Source: an optimization exercise on an open RTL-to-GDS flow (aim: small area, a short achievable clock period and few clock cycles). Production flows keep margins and buffers that such runs may drop. Function was checked by simulation only, so behaviour that the tests miss may differ from the original. Power is estimated from default activity; no workload was simulated.

== job 101 ==
Design sixteen_lane_string_hash, start of the top module:
module sixteen_lane_string_hash (
  input  wire logic                         clk,
  input  wire logic                         rst,
  input  wire logic                         s_tvalid,
  output      logic                         s_tready,
  input  wire logic [slsh_pkg::S_DATA_W-1:0] s_tdata,    
  input  wire logic                         s_tuser,    
  input  wire logic                         s_tlast,    
  output      logic                         m_tvalid,
  input  wire logic                         m_tready,
  output      logic [slsh_pkg::M_DATA_W-1:0] m_tdata,    
  output      logic                         m_tlast     
);
  localparam int L = slsh_pkg::LANES;
  localparam int W = slsh_pkg::LANE_W;
  logic                r_v, r_user, r_last;
  logic [slsh_pkg::SYM_W-1:0] r_byte;
  logic                k_v, k_user, k_last;
  logic [slsh_pkg::SYM_W-1:0] k_byte;
  slsh_pkg::sym_code_t r_code;    
  logic                in_fire;
  logic                go;        
  logic                take;      
  logic                space_ok;  
  slsh_pkg::sym_code_t [L-1:0] sl_code;
  logic [L-1:0]                sl_user;
  logic [L:0]                  sl_last;
  logic [L-1:0][W-1:0] lanes;
  logic [L-1:0][W-1:0] lanes_upd;
  logic                rst_q;   
  logic                a_v, b_v;
  logic [W-1:0]        a_w, b_w;
  slsh_pkg::lane_idx_t a_i, b_i;
  logic                push, pop;
  logic [W-1:0]        o_w;
  logic [W-1:0]        a_nw;    
  logic [W-1:0]        a_hl;
  slsh_pkg::hex_text_t hex;    
  logic [W/4-1:0]      a_ge;    
  logic [W/4-1:0]      a_lt;    
  logic                a_last;
  slsh_pkg::lane_idx_t o_i;
  assign r_code   = slsh_pkg::code_of(r_byte);
  assign s_tready = !k_v;
  assign in_fire  = s_tvalid && !k_v;
  assign go       = !b_v;
  assign space_ok = !(|sl_last[L-2:0]);
  assign take     = go && r_v && !(sl_last[0] && r_user) && (!r_last || space_ok);
  always_ff @(posedge clk) begin
    rst_q <= rst;
  end
  always_ff @(posedge clk) begin
    if (rst) begin
      r_v <= 1'b0;
      k_v <= 1'b0;
    end else begin
      if (!r_v || take) begin
        if (k_v) begin
          r_v <= 1'b1;
          k_v <= 1'b0;
        end else begin
          r_v <= in_fire;
        end
      end else if (in_fire) begin
        k_v <= 1'b1;
      end
  ...
Size: ~12000 cells after synthesis, roughly 120 I/O pins, about 99000 µm² of cells after synthesis.
==> flow/config.mk <==
export PLATFORM = sky130hd
export DESIGN_NAME = sixteen_lane_string_hash
export DESIGN_NICKNAME = sixteen_lane_string_hash
export VERILOG_FILES = /design/flow/design.v
export SDC_FILE = /design/flow/constraint.sdc
export NUM_CORES = 4
export LEC_CHECK = 0
export ABC_AREA = 1
export CAP_MARGIN = 20
export CORE_MARGIN = 2
export CORE_UTILIZATION = 40
export SLEW_MARGIN = 20
==> flow/constraint.sdc <==
create_clock -name core_clock -period 17.0 [get_ports {clk}]
set_input_delay 3.4000 -clock core_clock [delete_from_list [all_inputs] [get_ports {clk}]]
set_output_delay 3.4000 -clock core_clock [all_outputs]
set_load 0.01 [all_outputs]
standard.sh (not shown) runs the stock make flow with config.mk's settings and CLKGATE_MAP_FILE= SYNTH_SCRIPT=/design/flow/synth_recipe.tcl, a recipe that flattens the netlist after the stock synthesis.
==> flow/flow/run.sh <==
#!/bin/bash
# Standard layout with two changes:
#  - between synthesis and floorplan, flow/polarity.py pushes inverters through
#    full-adder cells (a full adder is self-dual), removing most of the inverters
#    synthesis leaves between the adders of the carry-save trees; registers are
#    not touched;
#  - timing repair aims for the setup margin in flow/margin (ns) instead of the
#    default, so that the achieved period is pushed below the clock period.
# The constraints (constraint.sdc) are the standard flow's, unchanged.
set -euo pipefail
work=$(pwd)
res=$work/orfs/results/${FLOW_PLATFORM:-sky130hd}/sixteen_lane_string_hash/base
margin=$(cat flow/margin 2>/dev/null || echo 0)
bash standard.sh synth > "$work/synth.log" 2>&1
cp "$res/1_2_yosys.v" "$work/1_2_yosys.orig.v"
python3 flow/polarity.py "$work/1_2_yosys.orig.v" "$res/1_2_yosys.v" > "$work/polarity.log" 2>&1
bash standard.sh "SETUP_SLACK_MARGIN=$margin" finish > "$work/layout.log" 2>&1
test -f out/final.def
==> flow/flow/margin <==
12.5
Other scripts of this flow, unchanged in this note and not shown: flow/flow/polarity.py
Testbench counts of job 101, summed over its fixed seeds: cycles 20,899.
Input-level comparison between job 102 and job 101:
==> flow/flow/margin <==
12
## What came out
Job 101 has lower weighted congestion reported at the end of routability-driven placement than job 102. Diff job 101 -> job 102 | number of clock buffers in the layout | decrease of 10. In job 102, arrival time of data at the critical path endpoint is lower than in job 101. Between job 101 and job 102, layout filler cell count increased. Taking job 101 as the reference, in job 102 largest net degree at the start of global routing went up; internal portion of total power went down.


Setup of build 98:
Another version of the RTL of sixteen_lane_string_hash (not shown whole).
For scale: ~12000 cells after synthesis, ~0.099 mm^2 of cells after synthesis.
export LEC_CHECK = 0
export ABC_AREA = 1
export CAP_MARGIN = 20
export CORE_MARGIN = 2
export CORE_UTILIZATION = 40
export SLEW_MARGIN = 20
export TNS_END_PERCENT = 5
create_clock -name core_clock -period 17.0 [get_ports {clk}]
Scripts as last shown in full above: flow/flow/run.sh
Other scripts of this flow, unchanged in this note and not shown: flow/flow/margin, flow/flow/polarity.py
Build 98 did not stop at any stage, and its layout met the timing, DRC and antenna checks.
Testbench counts of build 98, summed over its fixed seeds: cycles 20,958.
#### Input delta (build 48 over build 98)
# build 98
export LEC_CHECK = 0
export ABC_AREA = 1
export CAP_MARGIN = 20
export CORE_MARGIN = 2
export CORE_UTILIZATION = 40
export SLEW_MARGIN = 20
export TNS_END_PERCENT = 5
create_clock -name core_clock -period 17.0 [get_ports {clk}]
# build 48
export LEC_CHECK = 0
export ABC_AREA = 1
export CAP_MARGIN = 20
export CORE_MARGIN = 2
export CORE_UTILIZATION = 40
export SLEW_MARGIN = 20
create_clock -name core_clock -period 17.0 [get_ports {clk}]
Findings:
- The slowest stage cell on the critical path comes out edfxtp_1 in one run and clkdlybuf4s50_1 in the other, namely in build 48 and build 98 respectively.
- Number of standard cells in the final layout excluding fillers, build 98 and build 48: higher on build 48
- Share of the cycle needed by the critical path after routing: build 48 vs build 98 down 1.5 points
- Diff build 98 -> build 48 | number of DRC markers in iteration 0 | down slightly
[inputs] build 23 vs build 48
# build 48
export LEC_CHECK = 0
export ABC_AREA = 1
export CAP_MARGIN = 20
export CORE_MARGIN = 2
export CORE_UTILIZATION = 40
export SLEW_MARGIN = 20
create_clock -name core_clock -period 17.0 [get_ports {clk}]
# build 23
export LEC_CHECK = 0
export CAP_MARGIN = 20
export CORE_MARGIN = 2
export CORE_UTILIZATION = 40
export SLEW_MARGIN = 20
create_clock -name core_clock -period 17.0 [get_ports {clk}]
==> run notes <==
- Build 23 has timing-limited maximum frequency below what build 48 had.
- Build 48 → build 23: multi-input gate share of the layout cell area went up 1.1 points, clock latency at the later pin of the worst-skew pair saw a decrease, register-to-register slack shows a reduction of 0.49 ns, sequential logic power was more or less identical, worst slack at placement -0.29 ns.
--- input diff build 23..build 10 ---
# build 23
export LEC_CHECK = 0
export CAP_MARGIN = 20
export CORE_MARGIN = 2
export CORE_UTILIZATION = 40
export SLEW_MARGIN = 20
create_clock -name core_clock -period 17.0 [get_ports {clk}]
# build 10
export LEC_CHECK = 0
export CAP_MARGIN = 20
export CORE_MARGIN = 2
export CORE_UTILIZATION = 60
export SLEW_MARGIN = 20
create_clock -name core_clock -period 17.0 [get_ports {clk}]
Results
- Build 10 ended with every stage complete and zero timing, DRC or antenna violations.
- Build 10 vs. build 23: aggregate routed wire length saw a decrease, required arrival time at the worst endpoint saw a decrease, final total power saw an increase, post-layout instance area saw a decrease, end-of-flow core utilization saw an increase.
- As far as combinational power is concerned, build 10 and build 23 perform about the same.
- From build 23 to build 10, synthesized cell count did not move at all.
- Build 10: slew at the pin closest to its max-slew limit is 0.12 ns higher than what build 23 reported.
- Taking build 23 as the reference, in build 10 share of cells above drive strength 1 shows an increase of 1.0 points, maximum frequency now larger.
- Delta(placement-stage worst setup slack, build 10 - build 23) < 0
Relative to build 10, the following input files were edited for build 33:
# build 10
export LEC_CHECK = 0
export CAP_MARGIN = 20
export CORE_MARGIN = 2
export CORE_UTILIZATION = 60
export SLEW_MARGIN = 20
create_clock -name core_clock -period 17.0 [get_ports {clk}]
# build 33
export LEC_CHECK = 0
export ABC_CLOCK_PERIOD_IN_PS = 4000
export CAP_MARGIN = 20
export CORE_MARGIN = 2
export CORE_UTILIZATION = 40
export SLEW_MARGIN = 20
create_clock -name core_clock -period 17.0 [get_ports {clk}]
### Flow results
Core utilization (lower): build 33. Compared with build 10, build 33 shows static leakage that has gone down slightly. Build 33 vs build 10 — met1 track demand over resource in global routing dropped 17 points. Highest ir drop seen on vdd ends up higher on build 33.
Input-level comparison between build 76 and build 33:
# build 33
export LEC_CHECK = 0
export ABC_CLOCK_PERIOD_IN_PS = 4000
export CAP_MARGIN = 20
export CORE_MARGIN = 2
export CORE_UTILIZATION = 40
export SLEW_MARGIN = 20
create_clock -name core_clock -period 17.0 [get_ports {clk}]
# build 76
export LEC_CHECK = 0
export ABC_CLOCK_PERIOD_IN_PS = 8000
export CAP_MARGIN = 20
export CORE_MARGIN = 2
export CORE_UTILIZATION = 40
export SLEW_MARGIN = 20
create_clock -name core_clock -period 17.0 [get_ports {clk}]
[summary]
- Between build 33 and build 76, the difference in clock group share of total power is negligible.
- Reported for build 33 and build 76, non-clock inverter count in the final layout turned out identical to the last digit.
- As far as chip width goes, build 76 and build 33 are indistinguishable; the numbers are identical.
- Per the comparison of build 76 with build 33, fraction of area in multi-input gates was more or less identical, post-synth design cell area about even, peak supply drop essentially unchanged.

-- what the ideal ports hide --
The results above use ideal ports. As a check the final layouts listed here were re-extracted and re-timed, cells and wires unchanged.
Step 1, drivers: a clkbuf_16 drives clk and a buf_2 each remaining input, both assumed.
Step 2 also shifts input and output timing later by t, the mid clock arrival at the registers, as if the neighbouring blocks saw the same clock.
a / b / c = ideal ports / drivers / drivers and shift; a / b = the first two.
run	t (ns)	setup WS [ns]	worst setup path after step 2	slew at the worst register clock pin (ns)	worst data-port slew with drivers (ns)
job 101	0.865	11.975 / 11.884 / 11.739	input to register	0.07 / 0.07	0.03
job 102	0.867	11.998 / 11.908 / 11.444	input to register	0.07 / 0.07	0.03
build 98	0.878	11.822 / 11.726 / 11.529	input to register	0.07 / 0.07	0.03
build 48	0.880	12.085 / 11.987 / 11.519	input to register	0.07 / 0.07	0.03
build 23	0.851	11.715 / 11.715 / 11.445	input to register	0.07 / 0.07	0.04
build 10	0.833	11.745 / 11.745 / 11.660	input to register	0.07 / 0.07	0.03
build 33	0.851	11.715 / 11.715 / 11.445	input to register	0.07 / 0.07	0.04
build 76	0.851	11.715 / 11.715 / 11.445	input to register	0.07 / 0.07	0.04
After both steps every run listed still meets setup and hold. The setup slack of build 48, which loses most, moves by -0.098 ns with the drivers and by -0.566 ns with both steps.
